From an optimization exercise on the open Yosys and OpenROAD flow, aimed at small area, a short achievable clock period and few clock cycles; shortcuts taken in it are not production practice.
In this exercise RTL edits were held to simulation tests only and were not proved equivalent to the original.
Power figures rest on the tool's default switching activity, not on a simulated workload.

==> flow/design.v, too long to show whole: its modules and the start of the top module <==
// module mac_acc: 556 lines
// module add41: 195 lines
// module conv_top: 348 lines
module conv_top (
    input  logic        clk,
    input  logic        reset,
    input  logic [17:0] i_in_data,
    input  logic        i_in_valid,
    input  logic [3:0]  i_in_user,
    output logic        o_in_ready,
    output logic [40:0] o_out_data,
    output logic        o_out_valid,
    input  logic        i_out_ready
);
  // ...
==> flow/run.sh <==
#!/bin/bash
# synth_recipe.tcl (not shown) runs the flow's synth.tcl, then flattens the netlist and writes it again
# the make line also repeats each setting of config.mk as NAME=value (left out here)
make -C /OpenROAD-flow-scripts/flow DESIGN_CONFIG=/design/flow/config.mk WORK_HOME=/design/flow/orfs CLKGATE_MAP_FILE= SYNTH_SCRIPT=/design/flow/synth_recipe.tcl finish
==> flow/config.mk <==
export PLATFORM = sky130hd
export DESIGN_NAME = conv_top
export DESIGN_NICKNAME = conv_top
export VERILOG_FILES = /design/flow/design.v
export SDC_FILE = /design/flow/constraint.sdc
export NUM_CORES = 4
export LEC_CHECK = 0
export CAP_MARGIN = 20
export CORE_MARGIN = 2
export CORE_UTILIZATION = 55
export CTS_BUF_LIST = sky130_fd_sc_hd__clkbuf_8
export SETUP_SLACK_MARGIN = 5
export SLEW_MARGIN = 20
==> flow/constraint.sdc <==
create_clock -name core_clock -period 9.0 [get_ports {clk}]
set_input_delay 1.8000 -clock core_clock [delete_from_list [all_inputs] [get_ports {clk}]]
set_output_delay 1.8000 -clock core_clock [all_outputs]
set_load 0.01 [all_outputs]
==> summary.txt, run 1 <==
Outcome
  • Status: finished clean

Finish
  • FILL cells: 23,324
  • Inverters: 1,542
  • Largest cell class by area: flip-flops and latches
  • Clock buffer cells: 555
  • Register Area: 93,600 sq um
  • Sequential share of cell area: 48.20%

Power
  • Maximum vdd drop: 0.0002589 V
  • Combinational Power Share: 47.3%
  • Clk. pwr: 12.3 mW
  • Top power group: combinational logic

Synthesis
  • Cell Area, Synth: 171,000 sq um
  • Synth async-reset ratio: 0%
  • Mux contribution to synthesized area: 1.898%

Worst setup path
  • Crit-path slowest cell: fa_2
  • Slowest stage delay, CP: 0.53 ns
  • Worst Path Max Fanout: 6
  • CP dominant cell by count: buf_6
  • FF-to-FF path depth: 15
  • Crit path from: btwo[3]
  • Worst Path Arrival: 5.16 ns

Clocking
  • PostCTS Resize Cnt: 514
  • Post-CTS setup buffers: 191

Routing
  • Top layer in use: met5

Place
  • RD Place Congestion: 0.8886

Timing
  • RSZ-0062 raised after global routing: yes
Testbench counts, summed over its fixed seeds: cycles 6,649.
==> run 2: changes to the inputs <==
--- a/flow/config.mk
+++ b/flow/config.mk
@@ -7,7 +7,7 @@
 export LEC_CHECK = 0
 export CAP_MARGIN = 20
 export CORE_MARGIN = 2
-export CORE_UTILIZATION = 55
+export CORE_UTILIZATION = 65
 export CTS_BUF_LIST = sky130_fd_sc_hd__clkbuf_8
 export SETUP_SLACK_MARGIN = 5
 export SLEW_MARGIN = 20
==> run 2 against run 1 <==
- still clean
- global-route usage rose by 5.9 points
- utilization up 11 points
- total power grew 0.35%
- sequential share of layout area increased by 0.24 points
- via count is 2.1% higher
- synthesized area stayed put
- combinational power grew 2%
- non-clock buffer count rose by 5
- sequential power about the same
- worst setup slack worse by 0.074 ns
- synthesized cell count did not move
- largest power group unchanged
==> summary.txt, run 2 <==
Floorplan
  • Initial Util: 65.27% (was 55.34%)
  • Die Width: 517.0 um (was 561.7 um)
  • Die H: 517.0 um (was 561.7 um)
  • Std-Cell Rows: 188 (was 204)
  • Die ar.: 267,300 sq um (was 315,500 sq um)
  • # IOs: 69 (unchanged)
  • Core ar.: 262,000 sq um (was 309,100 sq um)

Timing
  • Final Hold Viols: 0 (unchanged)
  • Final min period: 4.336 ns (was 4.262 ns)
  • FMAX: 0.2306 GHz (was 0.2346 GHz)
  • Slew margin rel.: 9.004% (was 7.875%)
  • Max Slew Vio Count: 0 (unchanged)
  • Setup Viol. Count Final: 0 (unchanged)
  • Final worst-path cycle share: 48.18% (was 47.36%)
  • Fin Clk Skew: 0.07718 ns (was 0.09979 ns)
  • RSZ-0062 raised after global routing: yes (unchanged)
  • Setup tns final: 0 ns (unchanged)
  • Worst-margin pin slew: 1.351 ns (was 1.367 ns)
  • Fin Hold WS: 0.4031 ns (was 0.4001 ns)

Synthesis
  • Top cells by area, synth: edfxtp_1 (54%), fa_1 (14%), a22oi_1 (6.6%) (unchanged)
  • Yosys top cell area share: 53.88% (unchanged)
  • Synth async-reset ratio: 0% (unchanged)
  • Post-synth EDFFs: 3,069 (unchanged)
  • Flops & latches, synth: 3,139 (unchanged)
  • Most used flip-flop cell after synthesis: edfxtp_1 (unchanged)
  • Commonest cells in the netlist: edfxtp_1 (3,069), inv_1 (1,537), a22oi_1 (1,501), fa_1 (1,176), nand2_1 (774) (unchanged)
  • Register area share after synthesis: 54.70% (unchanged)
  • YS warnings: 18 (unchanged)
  • Synthesized area per cell: 13.38 sq um (unchanged)
  • Syn_nets: 14,507 (unchanged)
  • Top-count cell post-synth: edfxtp_1 (unchanged)
  • Post-synthesis cell count: 12,787 (unchanged)
  • Cell Area, Synth: 171,000 sq um (unchanged)
  • Synth area leader: edfxtp_1 (unchanged)
  • Synth cell types: 83 (unchanged)

Worst setup path
  • CP required: 9.94 ns (was 9.90 ns)
  • Crit end category: flip-flop (unchanged)
  • Crit path from: mfirst (was btwo[3])
  • Crit Path Category: reg2reg (unchanged)
  • Worst Path Arrival: 5.27 ns (was 5.16 ns)
  • Critical Path End: acc_s[5][20] (was acc_s[3][24])
  • Worst Path Max Fanout: 6 (unchanged)
  • Startpoint types: flip-flop (unchanged)
  • R2R Path End: acc_s[5][20] (was acc_s[3][24])
  • FF-to-FF path depth: 15 (unchanged)
  • R2r startpoint: mfirst (was btwo[3])
  • Reg2Reg Setup Slack: 4.66 ns (was 4.74 ns)

Finish
  • Most frequent cells in the layout: edfxtp_1 (3,069), inv_1 (1,626), a22oi_1 (1,461) (was edfxtp_1 (3,069), inv_1 (1,626), a22oi_1 (1,350))
  • Final net count: 14,859 (was 14,868)
  • Synth-to-Final Area Change: 12.99% (was 13.54%)
  • Largest Register: img (unchanged)
  • FILL cells: 16,969 (was 23,324)
  • Largest register FFs: 1,152 (unchanged)
  • Commonest non-fill, non-tap cell in the layout: edfxtp_1 (unchanged)
  • Layout cell share with drive strength beyond 1: 15.87% (was 16.03%)
  • Top Registers: img: 1152 flops, ringa: 450 flops, ringb: 450 flops (unchanged)

Global routing
  • Initial antenna violation count: 35 (was 34)
  • Total grt overflow: 0 (unchanged)
  • Largest net degree at the start of global routing: 206 (was 212)
  • Total track usage: 39.78% (was 33.85%)
  • Number of global-route vias before repair: 113,791 (was 112,957)
  • Global-route wire length before repair: 762,600 um (was 773,100 um)

Clocking
  • Clock transition at path regs: 0.06 ns (about the same)
  • Clock buffer depth: 4 (unchanged)
  • Clock root buffer: clkbuf_8 (unchanged)
  • Num Clock Sinks: 3,139 (unchanged)
  • Worst skew pair latency: 1.20 ns (was 1.21 ns)
  • TritonCTS Buffers: 525 (was 540)
  • Max H-tree Level: 6 (unchanged)
  • CTS tree: yes (unchanged)

Power
  • Cell Pwr Density: 349.6 nW/um^2 (was 346.7 nW/um^2)
  • Maximum vdd drop: 0.0004732 V (was 0.0002589 V)
  • Overall power: 67.56 mW (was 67.32 mW)
  • Leakage: 73.32 nW (was 73.55 nW)

Routing
  • DR WL/cell: 31.40 um (was 30.65 um)
  • DRT antenna net count: 0 (unchanged)
  • Routed via count: 112,387 (was 110,089)
  • Vias per cell: 6.584 (was 6.223)
  • Routed wire length: 535,900 um (was 542,200 um)
  • DRT Pass-1 Iters: 6 (was 7)
  • DRC Markers: 0 (unchanged)
  • Initial DRC count: 14,753 (was 12,794)

Flow run
  • Max-cap violations: 0 (unchanged)

Outcome
  • Status: finished clean (unchanged)

Worst hold path
  • Hold crit path type: reg2reg (unchanged)

Place
  • I/O Buffers: 68 (unchanged)
  • RD Place Congestion: 0.9101 (was 0.8886)
  • Post-DP HPWL: 302,600 um (was 307,100 um)
==> run 2: cell types whose count changed in the layout (fill, tap and decap cells not counted), sizes merged, moves of 4 or more <==
cell	previous run	this run
buf	580	575
clkbuf	566	544
clkinv	159	155
clkdlybuf4s15	13	8
inv	1740	1765
bufinv	18	7
clkdlybuf4s50	34	40
diode	22	15
==> run 2: cells by family (layout without fill, tap and decap cells) <==
logic type,count (synthesis),after routing,share of synthesized area [%]
AOI/OAI and AO/OA,2564,2565,10.29
other,0,15,0
muxes,290,290,1.898
xor gates and xnor gates,1202,1202,6.159
and+or+nand+nor,1476,1479,4.023
buffers and inverters,2422,3170,5.382
adders and majority gates,1694,1694,17.55
DFF,3139,3139,54.70
==> run 2: metrics by stage <==
| step | instances | setup slack, ns | utilization, % | instance area, sq um |
|---|---|---|---|---|
| 6_report | 17069 | 4.664 | 73.75 | 193300 |
| 5_1_grt | 17055 | 4.577 | 73.74 | 193200 |
| 4_1_cts | 16991 | 4.666 | 72.92 | 191100 |
| 3_5_place_dp | 15795 | 3.578 | 67.04 | 175700 |
| 3_3_place_gp | 15789 | 3.675 | 67.01 | 175600 |
| 2_1_floorplan | 12787 | -1.233 | - | 171100 |
==> run 2: worst max-delay path: stages, from the launching register on <==
cell and delay, ns:
edfxtp_1 0.40, buf_6 0.14, buf_6 0.11, buf_16 0.15
and2_4 0.25, buf_8 0.17, buf_6 0.13, buf_6 0.11
a21o_1 0.16, fa_1 0.52, fa_1 0.44, fa_2 0.54
inv_2 0.04, fa_2 0.52, inv_2 0.04, fa_2 0.40
==> run 2: worst min-delay path by stage <==
stage | slack (ns) | cells past startpoint | start | to
floorplan | 0.40 | 0 | ringa[11][0] | ringa[10][0]
global placement | 0.40 | 0 | ringb[3][12] | ringb[2][12]
detailed placement | 0.40 | 0 | ringa[11][3] | ringa[10][3]
CTS | 0.40 | 0 | ringb[2][11] | ringb[1][11]
global route | 0.41 | 0 | ringa[8][11] | ringa[7][11]
finish | 0.40 | 0 | ringa[14][16] | ringa[13][16]
==> run 2: final cells by class <==
| class | instances | area [sq um] | area share (%) |
|---|---|---|---|
| flip-flops and latches | 3139 | 93600 | 48.43 |
| inverters | 1540 | 5858 | 3.031 |
| well taps | 3515 | 4398 | 2.276 |
| multi-input cells | 7230 | 70650 | 36.56 |
| clock inverters | 396 | 2190 | 1.133 |
| diodes | 15 | 37.54 | 0.01942 |
| clock buffers | 531 | 7308 | 3.782 |
| repair inverters | 5 | 81.33 | 0.04208 |
| repair buffers | 698 | 9136 | 4.728 |
==> run 2: metal layers <==
metal / part of all wire (%) / routed length [um] / track usage (%) / vias to the layer above
met5: 0.038 / 203 / 0 / -
met4: 7.1 / 38080 / 24.24 / 28
met3: 13 / 70390 / 11.32 / 2089
met2: 43 / 232900 / 58.52 / 7937
met1: 36 / 194300 / 52.86 / 56437
li1: - / - / - / 45896
==> run 2: what timing repair did <==
item                                    4_1_cts  5_1_grt
endpoints found under the setup margin     1982     1341
pin swaps                                    81      121
hold buffers                                  0        0
buffers inserted                            189       51
gates cloned                                 80       10
gates resized for setup                     598      432
==> run 2: report_power, final <==
| group | switching, mW | internal [mW] | total (mW) |
|---|---|---|---|
| combinational | 19.5 | 13.1 | 32.6 |
| sequential | 0.917 | 22.3 | 23.2 |
| clock | 6.01 | 5.76 | 11.8 |
==> module conv_top, before the edit <==
module conv_top (
    input  logic        clk,
    input  logic        reset,
    input  logic [17:0] i_in_data,
    input  logic        i_in_valid,
    input  logic [3:0]  i_in_user,
    output logic        o_in_ready,
    output logic [40:0] o_out_data,
    output logic        o_out_valid,
    input  logic        i_out_ready
);
    localparam int M = 6;            
    logic [21:0] q0, q1;
    logic [1:0]  qcnt;
    logic        push, pop;
    logic [1:0]  qcnt_n;
    assign push   = i_in_valid && o_in_ready;
    assign qcnt_n = qcnt + {1'b0, push} - {1'b0, pop};
    always_ff @(posedge clk) begin
        if (push && (qcnt == 2'd0 || (qcnt == 2'd1 && pop))) q0 <= {i_in_user, i_in_data};
        else if (pop) q0 <= q1;
        if (push && ((qcnt == 2'd1 && !pop) || qcnt == 2'd2)) q1 <= {i_in_user, i_in_data};
    end
    always_ff @(posedge clk) begin
        if (reset) begin
            qcnt       <= '0;
            o_in_ready <= 1'b1;
        end else begin
            qcnt       <= qcnt_n;
            o_in_ready <= (qcnt_n != 2'd2);
        end
    end
    wire [17:0] hd = q0[17:0];
    wire [3:0]  hu = q0[21:18];
    wire        hv = (qcnt != 2'd0);
    typedef enum logic [1:0] {LS_FIRST, LS_W, LS_B, LS_X} ls_t;
    ls_t         ls;
    logic [2:0]  ka, kb;           
    logic        latest;           
    logic        lsel;             
    logic [1:0]  tq;               
    logic [1:0]  tqn;
    logic        cbusy, csel;      
    logic        at;               
    logic [17:0] mbias;            
    logic [2:0]  k;                
    logic        fe_q;             
    logic [2:0]  kl;               
    logic [4:0]  wcnt;             
    logic [2:0]  lrow, lcol;       
    logic [7:0]  row_full;         
    logic [17:0] biasa, biasb;
    logic [17:0] img [8][8];
    logic [17:0] ringa [25];
    logic [17:0] ringb [25];
    logic        mv, mfirst, mlast;   
    function automatic [4:0] ksq(input [2:0] kv);
        case (kv)
            3'd1: ksq = 5'd1;
            3'd2: ksq = 5'd4;
            3'd3: ksq = 5'd9;
            3'd4: ksq = 5'd16;
            default: ksq = 5'd25;
        endcase
    endfunction
    assign at = cbusy ? csel : tq[0];
    always_ff @(posedge clk) k <= at ? kb : ka;
    assign kl = lsel ? kb : ka;
    wire tgt     = !latest;
    wire tgt_use = (cbusy && csel == tgt) ||
                   (tqn != 2'd0 && tq[0] == tgt) || (tqn == 2'd2 && tq[1] == tgt);
    logic        ld_w, ld_x, ld_b;
    logic [2:0]  xr, xc;           
    always_comb begin
        ld_w = 1'b0;
        ld_x = 1'b0;
        ld_b = 1'b0;
        xr   = lrow;
        xc   = lcol;
        case (ls)
            LS_FIRST: begin
                if (hv && hu[0])  ld_w = !tgt_use;
                if (hv && !hu[0]) ld_x = !row_full[0];
                xr = 3'd0;
                xc = 3'd0;
            end
            LS_W: ld_w = hv;
            LS_B: ld_b = hv;
            LS_X: ld_x = hv && !row_full[lrow];
            default: ;
        endcase
    end
    assign pop          = ld_w || ld_x || ld_b;
    wire       lring = (ls == LS_FIRST) ? tgt : lsel;
    wire [4:0] kk_in = ksq((ls == LS_FIRST) ? hu[3:1] : kl);
    wire       fstart = (ls == LS_FIRST) && (ld_w || ld_x);
    wire       ftag   = ld_w ? tgt : latest;
    always_ff @(posedge clk) begin
        if (reset) begin
            ls     <= LS_FIRST;
            latest <= 1'b0;
            lsel   <= 1'b0;
            wcnt   <= '0;
            lrow <= '0;
            lcol <= '0;
        end else begin
            case (ls)
                LS_FIRST: begin
                    if (ld_w) begin
                        latest <= tgt;
                        lsel   <= tgt;
                        wcnt   <= 5'd1;
                        ls   <= (hu[3:1] == 3'd1) ? LS_B : LS_W;
                    end else if (ld_x) begin
                        lrow <= 3'd0;
                        lcol <= 3'd1;
                        ls   <= LS_X;
                    end
                end
                LS_W: if (ld_w) begin
                    wcnt <= wcnt + 5'd1;
                    if (wcnt == ksq(kl) - 5'd1) ls <= LS_B;
                end
                LS_B: if (ld_b) begin
                    lrow <= 3'd0;
                    lcol <= 3'd0;
                    ls   <= LS_X;
                end
                LS_X: if (ld_x) begin
                    lcol <= lcol + 3'd1;
                    if (lcol == 3'd7) begin
                        lrow <= lrow + 3'd1;
                        if (lrow == 3'd7) ls <= LS_FIRST;
                    end
                end
                default: ls <= LS_FIRST;
            endcase
        end
    end
    always_ff @(posedge clk) begin
        if (ld_w && ls == LS_FIRST && !tgt) ka <= hu[3:1];
        if (ld_w && ls == LS_FIRST &&  tgt) kb <= hu[3:1];
        if (ld_b && !lsel) biasa <= hd;
        if (ld_b &&  lsel) biasb <= hd;
    end
    always_ff @(posedge clk) begin
        for (int r = 0; r < 8; r++)
            for (int c = 0; c < 8; c++)
                if (ld_x && xr == 3'(r) && xc == 3'(c)) img[r][c] <= hd;
    end
    logic [2:0]  cr;               
    logic        cps;              
    logic [2:0]  ci, cj;           
    logic        hold;             
    logic        issue;
    wire  [3:0]  n      = 4'd9 - {1'b0, k};           
    wire         twop   = (n > 4'(M));
    wire  [2:0]  c0     = 3'(({1'b0, n} + 5'd1) >> 1);    
    wire  [3:0]  pw     = !twop ? n : (cps ? n - {1'b0, c0} : {1'b0, c0});
    wire         tfirst = (ci == 3'd0) && (cj == 3'd0);
    wire         jlast  = (cj == k - 3'd1);
    wire         ilast  = (ci == k - 3'd1);
    wire         plast  = !twop || cps;
    wire         rlast  = (cr == 3'(8 - {1'b0, k}));
    logic [7:0]  rsel;             
    logic [7:0]  cr_oh;            
    assign issue = !hold && !fe_q && (cj != 3'd0 || |(row_full & rsel));
    wire step_end = issue && jlast && ilast && plast;      
    wire [7:0] release_mask = (issue && cj == 3'd0 && plast && (ci == 3'd0 || rlast)) ? rsel : 8'h00;
    always_ff @(posedge clk) begin
        if (reset) begin
            cr    <= '0;
            cr_oh <= 8'h01;
            rsel  <= 8'h01;
            cps   <= 1'b0;
            ci    <= '0;
            cj    <= '0;
        end else if (issue) begin
            if (!jlast) cj <= cj + 3'd1;
            else begin
                cj <= '0;
                if (!ilast) begin
                    ci   <= ci + 3'd1;
                    rsel <= rsel << 1;
                end else begin
                    ci <= '0;
                    if (!plast) begin
                        cps  <= 1'b1;
                        rsel <= cr_oh;
                    end else begin
                        cps   <= 1'b0;
                        cr    <= rlast ? 3'd0 : cr + 3'd1;
                        cr_oh <= rlast ? 8'h01 : cr_oh << 1;
                        rsel  <= rlast ? 8'h01 : cr_oh << 1;
                    end
                end
            end
        end
    end
    always_ff @(posedge clk) begin
        if (reset) begin
            row_full <= '0;
            tqn      <= '0;
            cbusy    <= 1'b0;
            fe_q     <= 1'b0;
        end else begin
            fe_q     <= step_end && rlast;
            row_full <= (row_full & ~release_mask) |
                        ((ld_x && xc == 3'd7) ? (8'h01 << xr) : 8'h00);
            if (issue && !cbusy) begin
                cbusy <= 1'b1;
                csel  <= tq[0];
            end else if (step_end && rlast) begin
                cbusy <= 1'b0;
            end
            if (fstart) begin
                if (tqn == 2'd0 || (tqn == 2'd1 && issue && !cbusy)) tq[0] <= ftag;
                else tq[1] <= ftag;
            end
            if (issue && !cbusy) begin
                if (!(fstart && tqn == 2'd1)) tq[0] <= tq[1];
            end
            tqn <= tqn + {1'b0, fstart} - {1'b0, issue && !cbusy};
        end
    end
    wire lda = ld_w && !lring;
    wire ldb = ld_w &&  lring;
    wire rota = issue && !at;
    wire rotb = issue &&  at;
    wire [4:0] kka = lda ? kk_in : ksq(ka);
    wire [4:0] kkb = ldb ? kk_in : ksq(kb);
    always_ff @(posedge clk) begin
        if (lda || rota) begin
            for (int p = 0; p < 25; p++) begin
                if (p == 0 || p == 3 || p == 8 || p == 15 || p == 24) begin
                    if (5'(p) == kka - 5'd1) ringa[p] <= lda ? hd : ringa[0];
                    else if (p < 24) ringa[p] <= ringa[p + 1];
                end else begin
                    ringa[p] <= ringa[p + 1];
                end
            end
        end
        if (ldb || rotb) begin
            for (int p = 0; p < 25; p++) begin
                if (p == 0 || p == 3 || p == 8 || p == 15 || p == 24) begin
                    if (5'(p) == kkb - 5'd1) ringb[p] <= ldb ? hd : ringb[0];
                    else if (p < 24) ringb[p] <= ringb[p + 1];
                end else begin
                    ringb[p] <= ringb[p + 1];
                end
            end
        end
    end
    logic [17:0] W [8];
    logic [8:0]  bneg, bone, btwo;
    logic [3:0]  mcnt;
    logic [40:0] acc_s [M];
    logic [40:0] acc_c [M];
    logic        pend;
    logic [3:0]  pend_cnt;
    logic [3:0]  ocnt;
    logic [40:0] osr [M];
    logic [40:0] res [M];          
    logic        capture;
    assign capture = pend && (ocnt == 4'd0 || (ocnt == 4'd1 && i_out_ready));
    assign hold    = mv && mfirst && pend && (ocnt != 4'd0);
    logic [17:0] rowx [8];
    always_comb begin
        for (int b = 0; b < 8; b++) begin
            rowx[b] = '0;
            for (int r = 0; r < 8; r++) rowx[b] = rowx[b] | (img[r][b] & {18{rsel[r]}});
        end
    end
    wire [17:0] whead = at ? ringb[0] : ringa[0];
    wire [19:0] wx = {whead[17], whead, 1'b0};
    always_ff @(posedge clk) begin
        if (issue) begin
            for (int b = 0; b < 8; b++) begin
                if (cj == 3'd0) W[b] <= (cps && b < 4) ? rowx[b + 4] : rowx[b];
                else if (b < 7) W[b] <= W[b + 1];
            end
            for (int d = 0; d < 9; d++) begin
                bneg[d] <= wx[2*d+2];
                bone[d] <= wx[2*d+1] ^ wx[2*d];
                btwo[d] <= (wx[2*d+2] & ~wx[2*d+1] & ~wx[2*d]) | (~wx[2*d+2] & wx[2*d+1] & wx[2*d]);
            end
            mfirst <= tfirst;
            mbias  <= at ? biasb : biasa;
            mlast  <= jlast && ilast;
            mcnt   <= pw;
        end
    end
    always_ff @(posedge clk) begin
        if (reset) mv <= 1'b0;
        else if (!hold) mv <= issue;
    end
    wire [40:0] bias_x = {{23{mbias[17]}}, mbias};
    for (genvar m = 0; m < M; m++) begin : g_mac
        logic [40:0] ns, nc;
        mac_acc u_mac (
            .a   (W[m]),
            .neg (bneg), .one (bone), .two (btwo),
            .in1 (mfirst ? bias_x : acc_s[m]),
            .in2 (mfirst ? 41'd0  : acc_c[m]),
            .s   (ns), .c (nc)
        );
        add41 u_add (.a(acc_s[m]), .b(acc_c[m]), .y(res[m]));
        always_ff @(posedge clk) begin
            if (mv && !hold) begin
                acc_s[m] <= ns;
                acc_c[m] <= nc;
            end
        end
    end
    always_ff @(posedge clk) begin
        if (reset) begin
            pend     <= 1'b0;
            pend_cnt <= '0;
        end else begin
            if (mv && !hold && mlast) begin
                pend     <= 1'b1;
                pend_cnt <= mcnt;
            end else if (capture) begin
                pend     <= 1'b0;
            end
        end
    end
    wire out_hs = o_out_valid && i_out_ready;
    assign o_out_data  = osr[0];
    always_ff @(posedge clk) begin
        for (int m = 0; m < M; m++) begin
            if (capture) osr[m] <= res[m];
            else if (out_hs && m < M - 1) osr[m] <= osr[m + 1];
        end
    end
    always_ff @(posedge clk) begin
        if (reset) begin
            ocnt        <= '0;
            o_out_valid <= 1'b0;
        end else if (capture) begin
            ocnt        <= pend_cnt;
            o_out_valid <= 1'b1;
        end else if (out_hs) begin
            ocnt        <= ocnt - 4'd1;
            o_out_valid <= (ocnt != 4'd1);
        end
    end
endmodule
==> run 3: changes to the inputs <==
--- a/flow/design.v
+++ b/flow/design.v
@@ -761,29 +761,20 @@
     input  logic        i_out_ready
 );
     localparam int M = 6;            
-    logic [21:0] q0, q1;
-    logic [1:0]  qcnt;
+    logic [21:0] q0;
+    logic        hv;               
     logic        push, pop;
-    logic [1:0]  qcnt_n;
-    assign push   = i_in_valid && o_in_ready;
-    assign qcnt_n = qcnt + {1'b0, push} - {1'b0, pop};
+    assign o_in_ready = !hv || pop;
+    assign push       = i_in_valid && o_in_ready;
     always_ff @(posedge clk) begin
-        if (push && (qcnt == 2'd0 || (qcnt == 2'd1 && pop))) q0 <= {i_in_user, i_in_data};
-        else if (pop) q0 <= q1;
-        if (push && ((qcnt == 2'd1 && !pop) || qcnt == 2'd2)) q1 <= {i_in_user, i_in_data};
+        if (push) q0 <= {i_in_user, i_in_data};
     end
     always_ff @(posedge clk) begin
-        if (reset) begin
-            qcnt       <= '0;
-            o_in_ready <= 1'b1;
-        end else begin
-            qcnt       <= qcnt_n;
-            o_in_ready <= (qcnt_n != 2'd2);
-        end
+        if (reset) hv <= 1'b0;
+        else hv <= push || (hv && !pop);
     end
     wire [17:0] hd = q0[17:0];
     wire [3:0]  hu = q0[21:18];
-    wire        hv = (qcnt != 2'd0);
     typedef enum logic [1:0] {LS_FIRST, LS_W, LS_B, LS_X} ls_t;
     ls_t         ls;
     logic [2:0]  ka, kb;           
--- a/flow/config.mk
+++ b/flow/config.mk
@@ -7,7 +7,7 @@
 export LEC_CHECK = 0
 export CAP_MARGIN = 20
 export CORE_MARGIN = 2
-export CORE_UTILIZATION = 65
+export CORE_UTILIZATION = 55
 export CTS_BUF_LIST = sky130_fd_sc_hd__clkbuf_8
 export SETUP_SLACK_MARGIN = 5
 export SLEW_MARGIN = 20
==> run 3 against run 2 <==
- critical path depth fell by 8
- critical endpoint is now o_in_ready
- total power rose by 12%
- global-route usage fell by 5.8 points
- largest power group unchanged
- combinational power rose by 25%
- clock-buffer cell count rose by 18
- sequential share of layout area fell by 0.83 points
==> summary.txt, run 3 <==
Outcome
  • Status: finished clean (unchanged)

Routing
  • DRT antenna net count: 0 (unchanged)
  • Routed wire length: 547,400 um (was 535,900 um)
  • Routed via count: 110,127 (was 112,387)
  • DRC Markers: 0 (unchanged)
  • DRT Pass-1 Iters: 9 (was 6)
  • Vias per cell: 6.217 (was 6.584)
  • DR WL/cell: 30.90 um (was 31.40 um)
  • Initial DRC count: 13,682 (was 14,753)

Synthesis
  • Synth async-reset ratio: 0% (unchanged)
  • YS warnings: 18 (unchanged)
  • Cell Area, Synth: 170,000 sq um (was 171,000 sq um)
  • Top-count cell post-synth: edfxtp_1 (unchanged)
  • Syn_nets: 14,431 (was 14,507)
  • Commonest cells in the netlist: edfxtp_1 (3,047), inv_1 (1,524), a22oi_1 (1,503), fa_1 (1,177), nand2_1 (780) (was edfxtp_1 (3,069), inv_1 (1,537), a22oi_1 (1,501), fa_1 (1,176), nand2_1 (774))
  • Yosys top cell area share: 53.82% (was 53.88%)
  • Register area share after synthesis: 54.63% (was 54.70%)
  • Post-synth EDFFs: 3,047 (was 3,069)
  • Synth area leader: edfxtp_1 (unchanged)
  • Synth cell types: 80 (was 83)
  • Flops & latches, synth: 3,115 (was 3,139)
  • Top cells by area, synth: edfxtp_1 (54%), fa_1 (14%), a22oi_1 (6.6%) (unchanged)
  • Synthesized area per cell: 13.37 sq um (was 13.38 sq um)
  • Most used flip-flop cell after synthesis: edfxtp_1 (unchanged)
  • Post-synthesis cell count: 12,710 (was 12,787)

Power
  • Sw Share: 40.40% (was 39.08%)
  • Leakage: 74.07 nW (was 73.32 nW)
  • Switching pwr: 30.54 mW (was 26.40 mW)
  • Sequential cell fraction of total power: 30.1% (was 34.3%)
  • Maximum vdd drop: 0.0005252 V (was 0.0004732 V)
  • Internal power: 45.05 mW (was 41.16 mW)
  • Clock Power Share: 16.0% (was 17.4%)
  • Cell Pwr Density: 387.3 nW/um^2 (was 349.6 nW/um^2)
  • Combinational Power Share: 54.0% (was 48.3%)

Worst setup path
  • Worst Path Arrival: 2.97 ns (was 5.27 ns)
  • Crit Path Category: reg2out (was reg2reg)
  • Worst Path Max Fanout: 3 (was 6)
  • CP dominant cell by count: nand2_2 (was buf_6)
  • Slowest stage delay, CP: 0.52 ns (was 0.54 ns)
  • CP required: 7.20 ns (was 9.94 ns)
  • Startpoint types: flip-flop (unchanged)
  • Crit-path cells: mux4_2 > mux2i_4 > nand2_2 > o21ai_2 > nand2_2 > nand4b_1 > buf_2 (was buf_6 > buf_6 > buf_16 > and2_4 > buf_8 > buf_6 > buf_6 > a21o_1 > fa_1 > fa_1 > fa_2 > inv_2 > fa_2 > inv_2 > fa_2)
  • Crit end category: output pin (was flip-flop)
  • Crit-path slowest cell: mux4_2 (was fa_2)

Timing
  • Final Hold Viols: 0 (unchanged)
  • Slew margin rel.: 17.97% (was 9.004%)
  • Final Worst Setup Slack: 4.228 ns (was 4.664 ns)
  • RSZ-0062 raised after global routing: yes (unchanged)
  • Fin Clk Skew: 0.1048 ns (was 0.07718 ns)
  • Worst-margin pin slew: 1.222 ns (was 1.351 ns)
  • Final worst-path cycle share: 53.02% (was 48.18%)
  • Max Slew Vio Count: 0 (unchanged)
  • FMAX: 0.2096 GHz (was 0.2306 GHz)
  • Setup Viol. Count Final: 0 (unchanged)
  • Final min period: 4.772 ns (was 4.336 ns)

Finish
  • Synth-to-Final Area Change: 14.81% (was 12.99%)
  • Commonest non-fill, non-tap cell in the layout: edfxtp_1 (unchanged)
  • Top Registers: img: 1152 flops, ringa: 450 flops, ringb: 450 flops (unchanged)
  • Largest Register: img (unchanged)
  • Final Instance Area: 195,200 sq um (was 193,300 sq um)
  • Final net count: 14,882 (was 14,859)
  • Layout cell share with drive strength beyond 1: 16.88% (was 15.87%)
  • Most frequent cells in the layout: edfxtp_1 (3,047), inv_1 (1,603), a22oi_1 (1,401) (was edfxtp_1 (3,069), inv_1 (1,626), a22oi_1 (1,461))
  • Largest register FFs: 1,152 (unchanged)
  • Post-Layout Cell Count: 17,713 (was 17,069)
  • FILL cells: 23,207 (was 16,969)

Floorplan
  • Die ar.: 313,500 sq um (was 267,300 sq um)
  • Die H: 559.9 um (was 517.0 um)
  • Initial Util: 55.18% (was 65.27%)
  • Core ar.: 308,100 sq um (was 262,000 sq um)
  • Die Width: 559.9 um (was 517.0 um)
  • Std-Cell Rows: 204 (was 188)
  • # IOs: 69 (unchanged)

Place
  • RD Place Congestion: 0.8880 (was 0.9101)
  • Area post-placement: 175,600 sq um (was 175,700 sq um)
  • Post-DP HPWL: 308,100 um (was 302,600 um)
  • Post-place setup slack: 3.850 ns (was 3.578 ns)
  • Placed Instances: 16,339 (was 15,795)
  • I/O Buffers: 68 (unchanged)

Global routing
  • Largest net degree at the start of global routing: 199 (was 206)
  • Total track usage: 33.97% (was 39.78%)
  • Total grt overflow: 0 (unchanged)
  • Global-route wire length before repair: 770,600 um (was 762,600 um)
  • Number of global-route vias before repair: 111,648 (was 113,791)
  • Initial antenna violation count: 32 (was 35)

Clocking
  • TritonCTS Buffers: 540 (was 525)
  • Num Clock Sinks: 3,115 (was 3,139)
  • Clock root buffer: clkbuf_8 (unchanged)
  • Clock buffer depth: 4 (unchanged)
  • Clock transition at path regs: 0.06 ns (about the same)
  • Worst skew pair latency: 1.19 ns (was 1.20 ns)
  • Max H-tree Level: 6 (unchanged)
  • Hold buffer count at CTS: 0 (unchanged)
  • CTS tree: yes (unchanged)

Flow run
  • Max-cap violations: 0 (unchanged)

Worst hold path
  • Hold crit path type: reg2reg (unchanged)
-- run 3: metrics by stage --
| stage | power, mW | util (%) | hold WS [ns] | setup TNS [ns] |
|---|---|---|---|---|
| final | 75.59 | 63.35 | 0.3878 | 0 |
| after global routing | 82.14 | 63.34 | 0.3911 | 0 |
| after CTS | 73.90 | 62.26 | 0.3884 | 0 |
| after detailed placement | 59.59 | 56.99 | 0.4045 | 0 |
| after global placement | 57.83 | 56.97 | 0.4001 | 0 |
| after floorplan | 49.42 | - | 0.4003 | -30.99 |
-- run 3: metal layers --
metal	part of all wire (%)	up-vias	GRT usage, %
met2	44	6503	51.89
li1	-	45825	-
met1	39	56161	46.14
met4	5.7	20	15.99
met5	0.045	-	0
met3	11	1618	8.101
-- run 3: logic make-up (layout without fill, tap and decap cells) --
logic type	Yosys count	count (layout)	share of synthesized area, %
DFF	3115	3115	54.63
adders and majority gates	1695	1695	17.67
muxes	271	271	1.803
xor gates and xnor gates	1202	1202	6.202
AOI/OAI and AO/OA	2553	2554	10.31
and+or+nand+nor	1458	1458	4.006
buffers and inverters	2416	3280	5.379
other	0	18	0
-- run 3: final cells by class --
class,instances,area [sq um],area share (%)
sequential,3115,92910,47.60
multi-input combinational,7180,70910,36.33
timing repair buffer,793,10490,5.372
clock buffer,549,7556,3.872
inverter,1528,5793,2.968
tap,4120,5155,2.641
clock inverter,407,2267,1.162
timing repair inverter,3,47.55,0.02436
antenna,18,45.04,0.02308
-- run 3: path summary, 6_finish.rpt --
| path | slack (ns) | depth (start not counted) | endpoint | startpoint |
|---|---|---|---|---|
| worst max-delay path | 4.23 | 7 | o_in_ready | lrow[0] |
| worst min-delay path | 0.39 | 0 | ringa[1][16] | ringa[2][16] |
| worst max register to register | 4.68 | 14 | ringa[8][14] | tqn[0] |
| worst min register to register | 0.39 | 0 | ringa[1][16] | ringa[2][16] |
-- run 3: repair_timing --
item	in CTS	in global routing
buffers inserted	195	93
gates cloned	88	24
pin swaps	139	231
endpoints found under the setup margin	2091	1291
gates resized for setup	616	548
-- run 3: worst max-delay path, delay by kind of cell (launching register included) --
family,cells,cell delay (ns)
compound gates,1,0.19
buf+inv,1,0.17
flops,1,0.38
mux,2,0.72
simple gates,3,0.35
-- run 3: power by group through the flow --
| stage | Combinational [mW] | Sequential [mW] | Clock, mW |
|---|---|---|---|
| CTS | 38.9 | 22.7 | 12.3 |
| finish | 40.8 | 22.7 | 12.1 |
| detailed placement | 36.5 | 23.0 | 0 |
| floorplan | 26.4 | 23.0 | 0 |
| global route | 46.4 | 22.8 | 12.9 |
| global placement | 34.8 | 23.0 | 0 |
Testbench counts of run 3, summed over its fixed seeds: cycles 6,649.
==> run 4: changes to the inputs <==
--- a/flow/config.mk
+++ b/flow/config.mk
@@ -11,3 +11,4 @@
 export CTS_BUF_LIST = sky130_fd_sc_hd__clkbuf_8
 export SETUP_SLACK_MARGIN = 5
 export SLEW_MARGIN = 20
+export TNS_END_PERCENT = 10
==> run 4 against run 3 <==
- clock-buffer cell count up 1
- sequential share of layout area up 1.0 points
- worst setup slack worse by 0.20 ns
- sequential cell count unchanged
- critical path depth unchanged
- total power down 2.9%
- first-iteration DRC count down 3.4%
- routed wire length down 2.8%
- die area unchanged
- highest routed layer unchanged
- cell area down 2.1%
==> summary.txt, run 4 <==
Global routing
  • Initial antenna violation count: 25 (was 32)
  • Total grt overflow: 0 (unchanged)
  • Number of global-route vias before repair: 111,801 (was 111,648)
  • Global-route wire length before repair: 764,200 um (was 770,600 um)
  • Largest net degree at the start of global routing: 198 (was 199)
  • Total track usage: 33.62% (was 33.97%)

Routing
  • Initial DRC count: 13,220 (was 13,682)
  • Vias per cell: 6.187 (was 6.217)
  • Routed wire length: 532,000 um (was 547,400 um)
  • DRC Markers: 0 (unchanged)
  • DRT antenna net count: 0 (unchanged)
  • DRT Pass-1 Iters: 7 (was 9)
  • DR WL/cell: 30.35 um (was 30.90 um)
  • Routed via count: 108,457 (was 110,127)

Synthesis
  • XOR/XNOR Fraction of Synth Area: 6.202% (unchanged)
  • Most used flip-flop cell after synthesis: edfxtp_1 (unchanged)
  • Synthesized area per cell: 13.37 sq um (unchanged)
  • Top-count cell post-synth: edfxtp_1 (unchanged)
  • Cell Area, Synth: 170,000 sq um (unchanged)
  • Synth area leader: edfxtp_1 (unchanged)
  • Register area share after synthesis: 54.63% (unchanged)
  • Post-synth EDFFs: 3,047 (unchanged)
  • Synth cell types: 80 (unchanged)
  • Top cells by area, synth: edfxtp_1 (54%), fa_1 (14%), a22oi_1 (6.6%) (unchanged)
  • Yosys top cell area share: 53.82% (unchanged)
  • Flops & latches, synth: 3,115 (unchanged)
  • Syn_nets: 14,431 (unchanged)
  • Synth Area in Adders: 17.67% (unchanged)
  • Synth async-reset ratio: 0% (unchanged)
  • Main combinational cell family by area after synthesis: adder cells (unchanged)
  • YS warnings: 18 (unchanged)
  • Post-synthesis cell count: 12,710 (unchanged)
  • Simple-gate portion of the synthesized area: 4.006% (unchanged)
  • Synth Area in Compound Gates: 10.31% (unchanged)
  • Mux contribution to synthesized area: 1.803% (unchanged)
  • Commonest cells in the netlist: edfxtp_1 (3,047), inv_1 (1,524), a22oi_1 (1,503), fa_1 (1,177), nand2_1 (780) (unchanged)

Worst setup path
  • Crit end category: output pin (unchanged)
  • Startpoint types: flip-flop (unchanged)
  • R2R Path End: ringa[0][0] (was ringa[8][14])
  • Crit Path Category: reg2out (unchanged)
  • FF-to-FF path depth: 14 (unchanged)
  • Reg2Reg Setup Slack: 4.25 ns (was 4.68 ns)
  • Worst Path Max Fanout: 6 (was 3)
  • R2r startpoint: tq[0] (was tqn[0])
  • Crit path from: lrow[0] (unchanged)
  • Worst Path Arrival: 3.18 ns (was 2.97 ns)
  • CP required: 7.20 ns (about the same)

Clocking
  • Hold buffer count at CTS: 0 (unchanged)
  • Max H-tree Level: 6 (unchanged)
  • TritonCTS Buffers: 542 (was 540)
  • CTS tree: yes (unchanged)
  • Clock buffer depth: 4 (unchanged)
  • Worst skew pair latency: 1.22 ns (was 1.19 ns)
  • Clock root buffer: clkbuf_8 (unchanged)
  • Num Clock Sinks: 3,115 (unchanged)
  • Clock transition at path regs: 0.06 ns (about the same)

Flow run
  • Max-cap violations: 0 (unchanged)

Timing
  • Slew margin rel.: 14.60% (was 17.97%)
  • RSZ-0062 raised after global routing: yes (unchanged)
  • Setup Viol. Count Final: 0 (unchanged)
  • Worst-margin pin slew: 1.268 ns (was 1.222 ns)
  • Final min period: 4.975 ns (was 4.772 ns)
  • Final worst-path cycle share: 55.28% (was 53.02%)
  • FMAX: 0.2010 GHz (was 0.2096 GHz)
  • Setup tns final: 0 ns (unchanged)
  • Max Slew Vio Count: 0 (unchanged)
  • Final Hold Viols: 0 (unchanged)
  • Fin Clk Skew: 0.1070 ns (was 0.1048 ns)

Outcome
  • Status: finished clean (unchanged)

Floorplan
  • Std-Cell Rows: 204 (unchanged)
  • Die Width: 559.9 um (unchanged)
  • Die ar.: 313,500 sq um (unchanged)
  • # IOs: 69 (unchanged)
  • Core ar.: 308,100 sq um (unchanged)
  • Initial Util: 55.18% (unchanged)
  • Die H: 559.9 um (unchanged)

Finish
  • Layout cell share with drive strength beyond 1: 12.56% (was 16.88%)
  • Final net count: 14,715 (was 14,882)
  • Top Registers: img: 1152 flops, ringa: 450 flops, ringb: 450 flops (unchanged)
  • FILL cells: 23,538 (was 23,207)
  • Most frequent cells in the layout: edfxtp_1 (3,047), inv_1 (1,667), a22oi_1 (1,494) (was edfxtp_1 (3,047), inv_1 (1,603), a22oi_1 (1,401))
  • Largest register FFs: 1,152 (unchanged)
  • Commonest non-fill, non-tap cell in the layout: edfxtp_1 (unchanged)
  • Synth-to-Final Area Change: 12.35% (was 14.81%)
  • Largest Register: img (unchanged)

Worst hold path
  • Hold crit path type: reg2reg (unchanged)
  • Hold Path End: ringa[13][2] (was ringa[1][16])
  • Hold Crit Start: ringa[14][2] (was ringa[2][16])
  • Hold Path Depth: 0 (unchanged)

Power
  • Leakage: 72.66 nW (was 74.07 nW)
  • Overall power: 73.37 mW (was 75.59 mW)
  • Maximum vdd drop: 0.0002977 V (was 0.0005252 V)
  • Cell Pwr Density: 384.2 nW/um^2 (was 387.3 nW/um^2)

Place
  • I/O Buffers: 68 (unchanged)
  • RD Place Congestion: 0.8924 (was 0.8880)
  • Post-DP HPWL: 304,500 um (was 308,100 um)
[run 4: worst max-delay path, cell delays in order, from the launching register on]
cell	delay (ns)
dfxtp_4	0.39
mux4_2	0.54
mux2i_4	0.20
nand2_2	0.10
o21ai_4	0.19
nand2_2	0.11
nand4b_1	0.27
buf_2	0.19
[run 4: kinds of logic after synthesis]
family,Yosys count
AND/OR/NAND/NOR,1458
XOR/XNOR,1202
multiplexers,271
adder cells (fa/ha/maj),1695
flip-flops,3115
buffers and inverters,2416
AO/OA/AOI/OAI,2553
[run 4: through the flow]
| stage | instance area [sq um] | util, % | setup WS, ns | cells | hold WS (ns) |
|---|---|---|---|---|---|
| 3_5_place_dp | 175600 | 57.00 | 3.810 | 16346 | 0.4045 |
| 4_1_cts | 190800 | 61.95 | 3.974 | 17518 | 0.3728 |
| 3_3_place_gp | 175500 | 56.98 | 3.831 | 16343 | 0.4003 |
| 5_1_grt | 191000 | 61.99 | 3.936 | 17522 | 0.3853 |
| 6_report | 191000 | 61.99 | 4.025 | 17531 | 0.3873 |
| 2_1_floorplan | 170100 | - | -0.9398 | 12710 | 0.4003 |
[run 4: layer usage]
layer  vias to the layer above  part of all wire [%]  track usage [%]
met1                     55237                    39            45.20
met3                      1597                    11            8.573
met5                         -                 0.022          0.06098
met2                      6136                    44            51.07
met4                        16                   5.7            16.70
li1                      45471                     -                -
[run 4: area by class of cell]
type,instances,area (sq um),share of cell area (%)
flip-flops and latches,3115,92900,48.64
diodes,10,25.02,0.01310
clock inverters,401,2382,1.247
repair inverters,2,17.52,0.009171
multi-input cells,7182,68940,36.10
well taps,4120,5155,2.699
repair buffers,623,8210,4.299
clock buffers,550,7570,3.963
inverters,1528,5784,3.029
[run 4: where the power goes]
part	total, mW	switching [mW]	internal, mW
Clock	12.2	6.10	6.12
Sequential	22.7	0.759	21.9
Combinational	38.5	22.6	15.9
[run 4: worst max path at each step]
stage | end | slack [ns] | cells after the start
floorplan | ringa[24][0] | -0.94 | 11
finish | o_in_ready | 4.02 | 7
global placement | osr[0][39] | 3.83 | 16
CTS | o_in_ready | 3.97 | 7
detailed placement | osr[0][39] | 3.81 | 16
global route | o_in_ready | 3.94 | 7
[run 4: repair_timing]
item                                    CTS  global route
setup endpoints to repair              1439          1257
endpoints found under the hold margin     0             0
cloned                                   81             1
buffers inserted                        140             1
resized for setup                       430            18
pin swaps                                70             3
==> run 5: changes to the inputs <==
--- a/flow/design.v
+++ b/flow/design.v
@@ -761,20 +761,29 @@
     input  logic        i_out_ready
 );
     localparam int M = 6;            
-    logic [21:0] q0;
-    logic        hv;               
+    logic [21:0] q0, q1;
+    logic [1:0]  qcnt;
     logic        push, pop;
-    assign o_in_ready = !hv || pop;
-    assign push       = i_in_valid && o_in_ready;
-    always_ff @(posedge clk) begin
-        if (push) q0 <= {i_in_user, i_in_data};
+    logic [1:0]  qcnt_n;
+    assign push   = i_in_valid && o_in_ready;
+    assign qcnt_n = qcnt + {1'b0, push} - {1'b0, pop};
+    always_ff @(posedge clk) begin
+        if (push && (qcnt == 2'd0 || (qcnt == 2'd1 && pop))) q0 <= {i_in_user, i_in_data};
+        else if (pop) q0 <= q1;
+        if (push && ((qcnt == 2'd1 && !pop) || qcnt == 2'd2)) q1 <= {i_in_user, i_in_data};
     end
     always_ff @(posedge clk) begin
-        if (reset) hv <= 1'b0;
-        else hv <= push || (hv && !pop);
+        if (reset) begin
+            qcnt       <= '0;
+            o_in_ready <= 1'b1;
+        end else begin
+            qcnt       <= qcnt_n;
+            o_in_ready <= (qcnt_n != 2'd2);
+        end
     end
     wire [17:0] hd = q0[17:0];
     wire [3:0]  hu = q0[21:18];
+    wire        hv = (qcnt != 2'd0);
     typedef enum logic [1:0] {LS_FIRST, LS_W, LS_B, LS_X} ls_t;
     ls_t         ls;
     logic [2:0]  ka, kb;           
@@ -834,7 +843,6 @@
     end
     assign pop          = ld_w || ld_x || ld_b;
     wire       lring = (ls == LS_FIRST) ? tgt : lsel;
-    wire [4:0] kk_in = ksq((ls == LS_FIRST) ? hu[3:1] : kl);
     wire       fstart = (ls == LS_FIRST) && (ld_w || ld_x);
     wire       ftag   = ld_w ? tgt : latest;
     always_ff @(posedge clk) begin
@@ -969,13 +977,14 @@
     wire ldb = ld_w &&  lring;
     wire rota = issue && !at;
     wire rotb = issue &&  at;
-    wire [4:0] kka = lda ? kk_in : ksq(ka);
-    wire [4:0] kkb = ldb ? kk_in : ksq(kb);
+    wire [2:0] k_ld = (ls == LS_FIRST) ? hu[3:1] : kl;
+    wire [2:0] kta  = lda ? k_ld : ka;
+    wire [2:0] ktb  = ldb ? k_ld : kb;
     always_ff @(posedge clk) begin
         if (lda || rota) begin
             for (int p = 0; p < 25; p++) begin
                 if (p == 0 || p == 3 || p == 8 || p == 15 || p == 24) begin
-                    if (5'(p) == kka - 5'd1) ringa[p] <= lda ? hd : ringa[0];
+                    if (ksq(kta) == 5'(p + 1)) ringa[p] <= lda ? hd : ringa[0];
                     else if (p < 24) ringa[p] <= ringa[p + 1];
                 end else begin
                     ringa[p] <= ringa[p + 1];
@@ -985,7 +994,7 @@
         if (ldb || rotb) begin
             for (int p = 0; p < 25; p++) begin
                 if (p == 0 || p == 3 || p == 8 || p == 15 || p == 24) begin
-                    if (5'(p) == kkb - 5'd1) ringb[p] <= ldb ? hd : ringb[0];
+                    if (ksq(ktb) == 5'(p + 1)) ringb[p] <= ldb ? hd : ringb[0];
                     else if (p < 24) ringb[p] <= ringb[p + 1];
                 end else begin
                     ringb[p] <= ringb[p + 1];
==> flow/config.mk (replaced) <==
export PLATFORM = sky130hd
export DESIGN_NAME = conv_top
export DESIGN_NICKNAME = conv_top
export VERILOG_FILES = /design/flow/design.v
export SDC_FILE = /design/flow/constraint.sdc
export NUM_CORES = 4
export LEC_CHECK = 0
export CAP_MARGIN = 10
export CORE_MARGIN = 2
export CORE_UTILIZATION = 55
export CTS_BUF_LIST = sky130_fd_sc_hd__clkbuf_8
export SETUP_SLACK_MARGIN = 5
export SLEW_MARGIN = 10
==> run 5 against run 4 <==
- sequential power barely moved
- global-route usage rose by 0.58 points
- clock power barely moved
- die area rose by 0.63%
- fmax rose by 17%
- cell area rose by 2.4%
- still clean
- via count rose by 2.6%
- sequential cell count rose by 24
- synthesized cell count rose by 0.45%
- worst setup slack improved by 0.73 ns
==> summary.txt, run 5 <==
Global routing
  • Largest net degree at the start of global routing: 225 (was 198)
  • Total track usage: 34.20% (was 33.62%)
  • Global-route wire length before repair: 781,000 um (was 764,200 um)
  • Number of global-route vias before repair: 113,584 (was 111,801)
  • Total grt overflow: 0 (unchanged)
  • Initial antenna violation count: 37 (was 25)

Worst setup path
  • Critical Path End: acc_s[3][20] (was o_in_ready)
  • Crit Path Category: reg2reg (was reg2out)
  • FF-to-FF path depth: 13 (was 14)
  • Startpoint types: flip-flop (unchanged)
  • Crit end category: flip-flop (was output pin)
  • Crit path from: mfirst (was lrow[0])
  • CP required: 9.84 ns (was 7.20 ns)
  • R2R Path End: acc_s[3][20] (was ringa[0][0])
  • R2r startpoint: mfirst (was tq[0])
  • Worst Path Arrival: 5.09 ns (was 3.18 ns)
  • Worst Path Max Fanout: 5 (was 6)
  • Reg2Reg Setup Slack: 4.76 ns (was 4.25 ns)

Power
  • Internal power: 36.86 mW (was 43.95 mW)
  • Sequential cell fraction of total power: 38.5% (was 30.9%)
  • Overall power: 58.53 mW (was 73.37 mW)
  • Clock Power Share: 20.9% (was 16.7%)
  • Switching pwr: 21.67 mW (was 29.42 mW)
  • Combinational Power Share: 40.7% (was 52.4%)
  • Cell Pwr Density: 299.3 nW/um^2 (was 384.2 nW/um^2)
  • Maximum vdd drop: 0.0003517 V (was 0.0002977 V)
  • Sw Share: 37.02% (was 40.10%)
  • Leakage: 74.31 nW (was 72.66 nW)

Timing
  • Final Hold Viols: 0 (unchanged)
  • Slew margin rel.: 8.409% (was 14.60%)
  • Setup Viol. Count Final: 0 (unchanged)
  • FMAX: 0.2356 GHz (was 0.2010 GHz)
  • Max Slew Vio Count: 0 (unchanged)
  • Worst-margin pin slew: 1.359 ns (was 1.268 ns)
  • RSZ-0062 raised after global routing: yes (unchanged)
  • Final Worst Setup Slack: 4.756 ns (was 4.025 ns)
  • Fin Clk Skew: 0.08787 ns (was 0.1070 ns)
  • Final min period: 4.244 ns (was 4.975 ns)
  • Final worst-path cycle share: 47.15% (was 55.28%)
  • Fin Hold WS: 0.3978 ns (was 0.3873 ns)

Synthesis
  • Synth cell types: 78 (was 80)
  • Top cells by area, synth: edfxtp_1 (54%), fa_1 (14%), a22oi_1 (6.6%) (unchanged)
  • Synth area leader: edfxtp_1 (unchanged)
  • Flops & latches, synth: 3,139 (was 3,115)
  • YS warnings: 18 (unchanged)
  • Most used flip-flop cell after synthesis: edfxtp_1 (unchanged)
  • Yosys top cell area share: 53.87% (was 53.82%)
  • Post-synthesis cell count: 12,767 (was 12,710)
  • Syn_nets: 14,488 (was 14,431)
  • Synthesized area per cell: 13.40 sq um (was 13.37 sq um)
  • Commonest cells in the netlist: edfxtp_1 (3,069), inv_1 (1,540), a22oi_1 (1,499), fa_1 (1,177), nand2_1 (770) (was edfxtp_1 (3,047), inv_1 (1,524), a22oi_1 (1,503), fa_1 (1,177), nand2_1 (780))
  • Synth async-reset ratio: 0% (unchanged)
  • Post-synth EDFFs: 3,069 (was 3,047)
  • Top-count cell post-synth: edfxtp_1 (unchanged)
  • Register area share after synthesis: 54.69% (was 54.63%)
  • Cell Area, Synth: 171,100 sq um (was 170,000 sq um)

Floorplan
  • Std-Cell Rows: 204 (unchanged)
  • Die Width: 561.7 um (was 559.9 um)
  • Die H: 561.7 um (was 559.9 um)
  • Die ar.: 315,500 sq um (was 313,500 sq um)
  • Initial Util: 55.35% (was 55.18%)
  • # IOs: 69 (unchanged)
  • Core ar.: 309,100 sq um (was 308,100 sq um)

Routing
  • Initial DRC count: 13,105 (was 13,220)
  • DR WL/cell: 31.24 um (was 30.35 um)
  • DRT antenna net count: 0 (unchanged)
  • Routed via count: 111,263 (was 108,457)
  • Vias per cell: 6.261 (was 6.187)
  • DRC Markers: 0 (unchanged)
  • Routed wire length: 555,300 um (was 532,000 um)
  • DRT Pass-1 Iters: 8 (was 7)

Clocking
  • Clock transition at path regs: 0.06 ns (about the same)
  • Max H-tree Level: 6 (unchanged)
  • Hold buffer count at CTS: 0 (unchanged)
  • Clock buffer depth: 4 (unchanged)
  • CTS tree: yes (unchanged)
  • Clock root buffer: clkbuf_8 (unchanged)
  • Worst skew pair latency: 1.20 ns (was 1.22 ns)
  • Num Clock Sinks: 3,139 (was 3,115)
  • TritonCTS Buffers: 545 (was 542)

Place
  • RD Place Congestion: 0.8869 (was 0.8924)
  • Placed Instances: 16,370 (was 16,346)
  • Area post-placement: 176,300 sq um (was 175,600 sq um)
  • I/O Buffers: 68 (unchanged)
  • Post-place setup slack: 3.686 ns (was 3.810 ns)
  • Post-DP HPWL: 309,300 um (was 304,500 um)

Finish
  • Top Registers: img: 1152 flops, ringa: 450 flops, ringb: 450 flops (unchanged)
  • Post-Layout Cell Count: 17,772 (was 17,531)
  • Synth-to-Final Area Change: 14.30% (was 12.35%)
  • Largest register FFs: 1,152 (unchanged)
  • Final Instance Area: 195,500 sq um (was 191,000 sq um)
  • Most frequent cells in the layout: edfxtp_1 (3,069), inv_1 (1,639), a22oi_1 (1,364) (was edfxtp_1 (3,047), inv_1 (1,667), a22oi_1 (1,494))
  • Commonest non-fill, non-tap cell in the layout: edfxtp_1 (unchanged)
  • Layout cell share with drive strength beyond 1: 16.33% (was 12.56%)
  • Final net count: 14,948 (was 14,715)
  • Largest Register: img (unchanged)

Worst hold path
  • Hold crit path type: reg2reg (unchanged)

Outcome
  • Status: finished clean (unchanged)

Flow run
  • Max-cap violations: 0 (unchanged)
## run 5: cell count changes in the layout (fill, tap and decap cells not counted), sizes merged, moves of 9 or more
cell,change
bufbuf,-31
dlygate4sd2,+18
buf,+161
clkbuf,+33
xor2,+10
o21ai,+22
inv,+26
clkdlybuf4s50,-26
xnor2,-9
edfxtp,+22
a21oi,+10
a21o,-19
mux2,+24
## run 5: worst max-delay path: stages (launching register included)
cell and delay (ns):
edfxtp_1 0.41, buf_12 0.17, buf_16 0.14, and2_4 0.19, buf_12 0.15, buf_16 0.15, a21o_1 0.17, fa_1 0.54
fa_2 0.47, fa_2 0.54, inv_2 0.04, fa_2 0.52, inv_2 0.04, fa_2 0.39
## run 5: worst min-delay path by stage
stage	to	start	cells past startpoint	slack [ns]
floorplan	ringa[10][0]	ringa[11][0]	0	0.40
global placement	ringa[12][2]	ringa[13][2]	0	0.40
detailed placement	ringa[11][7]	ringa[12][7]	0	0.40
CTS	ringb[13][5]	ringb[14][5]	0	0.39
global route	ringb[13][5]	ringb[14][5]	0	0.39
finish	ringa[2][2]	ringa[3][2]	0	0.40
## run 5: timing repair
item	4_1_cts	5_1_grt
buffers inserted	244	75
setup endpoints to repair	1507	939
gates resized for setup	487	456
pin swaps	141	184
gates cloned	78	33
## run 5: power by group through the flow
stage | logic, mW | clock network, mW | registers, mW
2_1_floorplan | 14.9 | 0 | 22.9
3_3_place_gp | 20.8 | 0 | 22.8
3_5_place_dp | 21.7 | 0 | 22.8
4_1_cts | 22.7 | 12.4 | 22.5
5_1_grt | 26.7 | 13.1 | 22.7
6_report | 23.8 | 12.2 | 22.5
## run 5: cell families (layout without fill, tap and decap cells)
logic type	after synthesis	after routing	share of synthesized area (%)
flops	3139	3139	54.69
compound gates	2558	2559	10.25
buf+inv	2425	3291	5.356
fa+ha+maj	1695	1695	17.56
simple gates	1449	1453	3.987
xor+xnor	1203	1203	6.159
mux	298	298	2.002
other cells	0	14	0
## run 5: layout make-up
class | count | area (sq um)
inverters | 1544 | 5873
well taps | 4120 | 5155
multi-input cells | 7208 | 70760
fillers | 23385 | 113600
flip-flops and latches | 3139 | 93600
diodes | 14 | 35.03
clock inverters | 407 | 2315
repair inverters | 4 | 70.07
clock buffers | 551 | 7584
repair buffers | 785 | 10150
## run 5: through the flow
step                      TNS [ns]  utilization [%]
after global routing             0            63.25
after global placement           0            57.05
after CTS                        0            62.32
final                            0            63.26
after detailed placement         0            57.05
after floorplan             -22.83                -
## run 5: routing by layer
| layer | vias up | wire, um | GRT usage [%] |
|---|---|---|---|
| met3 | 1545 | 72650 | 10.37 |
| met5 | - | 132 | 0 |
| met1 | 56671 | 209500 | 45.82 |
| met2 | 6965 | 241400 | 51.24 |
| met4 | 18 | 31600 | 16.25 |
| li1 | 46064 | - | - |
Testbench counts of run 5, summed over its fixed seeds: cycles 6,649.
==> run 6: changes to the inputs <==
--- a/flow/config.mk
+++ b/flow/config.mk
@@ -5,9 +5,9 @@
 export SDC_FILE = /design/flow/constraint.sdc
 export NUM_CORES = 4
 export LEC_CHECK = 0
-export CAP_MARGIN = 10
+export CAP_MARGIN = 20
 export CORE_MARGIN = 2
 export CORE_UTILIZATION = 55
 export CTS_BUF_LIST = sky130_fd_sc_hd__clkbuf_8
 export SETUP_SLACK_MARGIN = 5
-export SLEW_MARGIN = 10
+export SLEW_MARGIN = 20
==> run 6 against run 5 <==
- the layout now fails its checks (max-slew violations)
- via count shrank 0.11%
- first-iteration DRC count grew 0.18%
- sequential cell count is the same
- clock-buffer cell count shrank 4
- cell count is essentially flat
- routed wire length shrank 1.0%
- largest cell class unchanged
- highest routed layer unchanged
==> summary.txt, run 6 <==
Outcome
  • Status: finished with violations (was finished clean)
  • SO Faults: max-slew violations

Worst setup path
  • Startpoint types: flip-flop (unchanged)
  • Worst Path Arrival: 5.16 ns (was 5.09 ns)
  • Crit Path Category: reg2reg (unchanged)
  • Crit end category: flip-flop (unchanged)
  • Worst Path Max Fanout: 6 (was 5)
  • CP required: 9.91 ns (was 9.84 ns)
  • R2r startpoint: mfirst (unchanged)
  • Crit path from: mfirst (unchanged)

Timing
  • Setup Viol. Count Final: 0 (unchanged)
  • Fin Clk Skew: 0.08655 ns (was 0.08787 ns)
  • Final Worst Setup Slack: 4.750 ns (was 4.756 ns)
  • Fin Hold WS: 0.3926 ns (was 0.3978 ns)
  • Final Hold Viols: 0 (unchanged)
  • FMAX: 0.2353 GHz (was 0.2356 GHz)
  • Worst-margin pin slew: 1.570 ns (was 1.359 ns)
  • Final min period: 4.250 ns (was 4.244 ns)
  • Max Slew Vio Count: 74 (was 0)
  • Slew margin rel.: -4.645% (was 8.409%)
  • Final worst-path cycle share: 47.22% (was 47.15%)
  • RSZ-0062 raised after global routing: yes (unchanged)

Finish
  • Top Registers: img: 1152 flops, ringa: 450 flops, ringb: 450 flops (unchanged)
  • Most frequent cells in the layout: edfxtp_1 (3,069), inv_1 (1,624), a22oi_1 (1,398) (was edfxtp_1 (3,069), inv_1 (1,639), a22oi_1 (1,364))
  • Layout cell share with drive strength beyond 1: 16.61% (was 16.33%)
  • Largest register FFs: 1,152 (unchanged)
  • Final net count: 14,947 (was 14,948)
  • Synth-to-Final Area Change: 14.23% (was 14.30%)
  • Final core occ: 63.22% (was 63.26%)
  • Commonest non-fill, non-tap cell in the layout: edfxtp_1 (unchanged)
  • Largest Register: img (unchanged)
  • Post-Layout Cell Count: 17,769 (was 17,772)

Floorplan
  • Die H: 561.7 um (unchanged)
  • Core ar.: 309,100 sq um (unchanged)
  • # IOs: 69 (unchanged)
  • Die ar.: 315,500 sq um (unchanged)
  • Std-Cell Rows: 204 (unchanged)
  • Die Width: 561.7 um (unchanged)
  • Initial Util: 55.35% (unchanged)

Clocking
  • Max H-tree Level: 6 (unchanged)
  • Clock buffer depth: 4 (unchanged)
  • TritonCTS Buffers: 542 (was 545)
  • Worst skew pair latency: 1.20 ns (about the same)
  • Hold buffer count at CTS: 0 (unchanged)
  • Num Clock Sinks: 3,139 (unchanged)
  • Clock transition at path regs: 0.07 ns (was 0.06 ns)
  • CTS tree: yes (unchanged)
  • Clock root buffer: clkbuf_8 (unchanged)

Power
  • Internal power: 36.99 mW (was 36.86 mW)
  • Overall power: 58.67 mW (was 58.53 mW)
  • Sequential cell fraction of total power: 38.4% (was 38.5%)
  • Leakage: 74.26 nW (was 74.31 nW)
  • Sw Share: 36.95% (was 37.02%)
  • Maximum vdd drop: 0.0003133 V (was 0.0003517 V)
  • Combinational Power Share: 40.8% (was 40.7%)
  • Clock Power Share: 20.8% (was 20.9%)
  • Cell Pwr Density: 300.2 nW/um^2 (was 299.3 nW/um^2)
  • Switching pwr: 21.68 mW (was 21.67 mW)

Synthesis
  • Register area share after synthesis: 54.69% (unchanged)
  • Synthesized area per cell: 13.40 sq um (unchanged)
  • Flops & latches, synth: 3,139 (unchanged)
  • Most used flip-flop cell after synthesis: edfxtp_1 (unchanged)
  • Cell Area, Synth: 171,100 sq um (unchanged)
  • Top cells by area, synth: edfxtp_1 (54%), fa_1 (14%), a22oi_1 (6.6%) (unchanged)
  • Synth async-reset ratio: 0% (unchanged)
  • Synth cell types: 78 (unchanged)
  • Post-synthesis cell count: 12,767 (unchanged)
  • Yosys top cell area share: 53.87% (unchanged)
  • Syn_nets: 14,488 (unchanged)
  • Top-count cell post-synth: edfxtp_1 (unchanged)
  • Synth area leader: edfxtp_1 (unchanged)
  • Post-synth EDFFs: 3,069 (unchanged)
  • Commonest cells in the netlist: edfxtp_1 (3,069), inv_1 (1,540), a22oi_1 (1,499), fa_1 (1,177), nand2_1 (770) (unchanged)
  • YS warnings: 18 (unchanged)

Global routing
  • Total track usage: 34.26% (was 34.20%)
  • Total grt overflow: 0 (unchanged)
  • Global-route wire length before repair: 782,500 um (was 781,000 um)
  • Largest net degree at the start of global routing: 225 (unchanged)
  • Initial antenna violation count: 38 (was 37)
  • Number of global-route vias before repair: 114,258 (was 113,584)

Place
  • Post-place setup slack: 3.684 ns (was 3.686 ns)
  • Post-DP HPWL: 309,700 um (was 309,300 um)
  • RD Place Congestion: 0.8869 (unchanged)
  • Placed Instances: 16,372 (was 16,370)
  • I/O Buffers: 68 (unchanged)

Routing
  • Routed via count: 111,142 (was 111,263)
  • Initial DRC count: 13,128 (was 13,105)
  • DRC Markers: 0 (unchanged)
  • DR WL/cell: 30.94 um (was 31.24 um)
  • Routed wire length: 549,700 um (was 555,300 um)
  • Vias per cell: 6.255 (was 6.261)
  • DRT Pass-1 Iters: 9 (was 8)
  • DRT antenna net count: 0 (unchanged)

Worst hold path
  • Hold crit path type: reg2reg (unchanged)
  • Hold Crit Start: ringb[14][2] (was ringa[3][2])

Flow run
  • Max-cap violations: 0 (unchanged)
-- run 6: cell counts after synthesis --
Identical to the previous run, type by type.
-- run 6: metal layers --
| layer | track usage, % | up-vias | part of all wire (%) |
|---|---|---|---|
| met5 | 0.4819 | - | 0.045 |
| li1 | - | 46081 | - |
| met4 | 17.30 | 16 | 6.0 |
| met2 | 51.19 | 6787 | 44 |
| met3 | 9.836 | 1617 | 12 |
| met1 | 45.96 | 56641 | 38 |
-- run 6: power by group through the flow --
stage               clock (mW)  sequential [mW]  combinational [mW]
floorplan                    0             22.9                14.9
global placement             0             22.8                20.8
CTS                       12.5             22.5                22.8
finish                    12.2             22.5                23.9
global route              13.1             22.7                26.9
detailed placement           0             22.8                21.7
-- run 6: critical path, stage by stage, from the launching register on --
cell	delay, ns
edfxtp_1	0.42
buf_12	0.18
buf_16	0.14
and2_4	0.20
buf_12	0.16
buf_12	0.13
a21o_1	0.16
fa_1	0.55
fa_2	0.46
fa_1	0.54
inv_2	0.05
fa_2	0.53
inv_2	0.04
fa_2	0.39
-- run 6: cells by family (layout without fill, tap and decap cells) --
logic type | count (synthesis) | count (layout) | synth area share [%]
and+or+nand+nor | 1449 | 1451 | 3.987
other | 0 | 14 | 0
xor gates and xnor gates | 1203 | 1203 | 6.159
muxes | 298 | 298 | 2.002
adders and majority gates | 1695 | 1695 | 17.56
buffers and inverters | 2425 | 3290 | 5.356
AOI/OAI and AO/OA | 2558 | 2559 | 10.25
DFF | 3139 | 3139 | 54.69
-- run 6: through the flow --
| step | cell area [sq um] | TNS (ns) |
|---|---|---|
| 2_1_floorplan | 171100 | -22.83 |
| 3_3_place_gp | 176300 | 0 |
| 3_5_place_dp | 176400 | 0 |
| 4_1_cts | 193300 | 0 |
| 5_1_grt | 195400 | 0 |
| 6_report | 195400 | 0 |
-- run 6: layout make-up --
cell class              instances  area (sq um)
clock buffers                 547          7528
flip-flops and latches       3139         93600
multi-input cells            7206         70720
repair buffers                788         10090
repair inverters                5         81.33
diodes                         14         35.03
inverters                    1544          5873
clock inverters               406          2351
fillers                     23222        113700
well taps                    4120          5155
-- run 6: path summary, 6_finish.rpt --
path                                endpoint  slack [ns]  cells past startpoint
worst min-delay path            ringb[13][2]        0.39                      0
worst max register to register  acc_s[1][17]        4.75                     13
worst min register to register  ringb[13][2]        0.39                      0
worst max-delay path            acc_s[1][17]        4.75                     13
-- run 6: what timing repair did --
item | 4_1_cts | 5_1_grt
pin swaps | 135 | 138
setup endpoints to repair | 1502 | 992
setup buffers | 284 | 48
gates resized for setup | 578 | 397
gates cloned | 79 | 19
endpoints found under the hold margin | 0 | 0

separate check: timing with driven ports:
Ports are ideal in the flow. The routed layouts listed here were re-timed in OpenROAD.
Step 1 assumes that a clkbuf_16 drives the clock port and a buf_2 every other input.
Step 2 adds t to the input delays and takes it off the output delays; t is the mean of the earliest and latest rising clock arrival at the registers after step 1. Input paths then give back, and output paths get back, about the clock's delay inside the block.
a / b / c = no drivers / after step 1 / after step 2; a / b = the first two.
run | t, ns | slack for setup (ns) | worst hold slack (ns) | worst data-port slew with drivers (ns)
run 1 | 1.270 | 4.738 / 4.738 / 3.815 | 0.400 / 0.400 / 0.400 | 0.05
run 2 | 1.263 | 4.664 / 4.664 / 3.825 | 0.403 / 0.403 / 0.403 | 0.16
run 3 | 1.250 | 4.228 / 4.118 / 3.884 | 0.388 / 0.388 / 0.388 | 0.09
run 4 | 1.260 | 4.025 / 3.927 / 3.827 | 0.387 / 0.387 / 0.387 | 0.08
run 5 | 1.257 | 4.756 / 4.756 / 3.872 | 0.398 / 0.398 / 0.398 | 0.18
run 6 | 1.267 | 4.750 / 4.750 / 3.819 | 0.393 / 0.393 / 0.393 | 0.19
For run 6, which loses most, drivers alone change the setup slack by 0.000 ns; drivers and shift together by -0.931 ns.
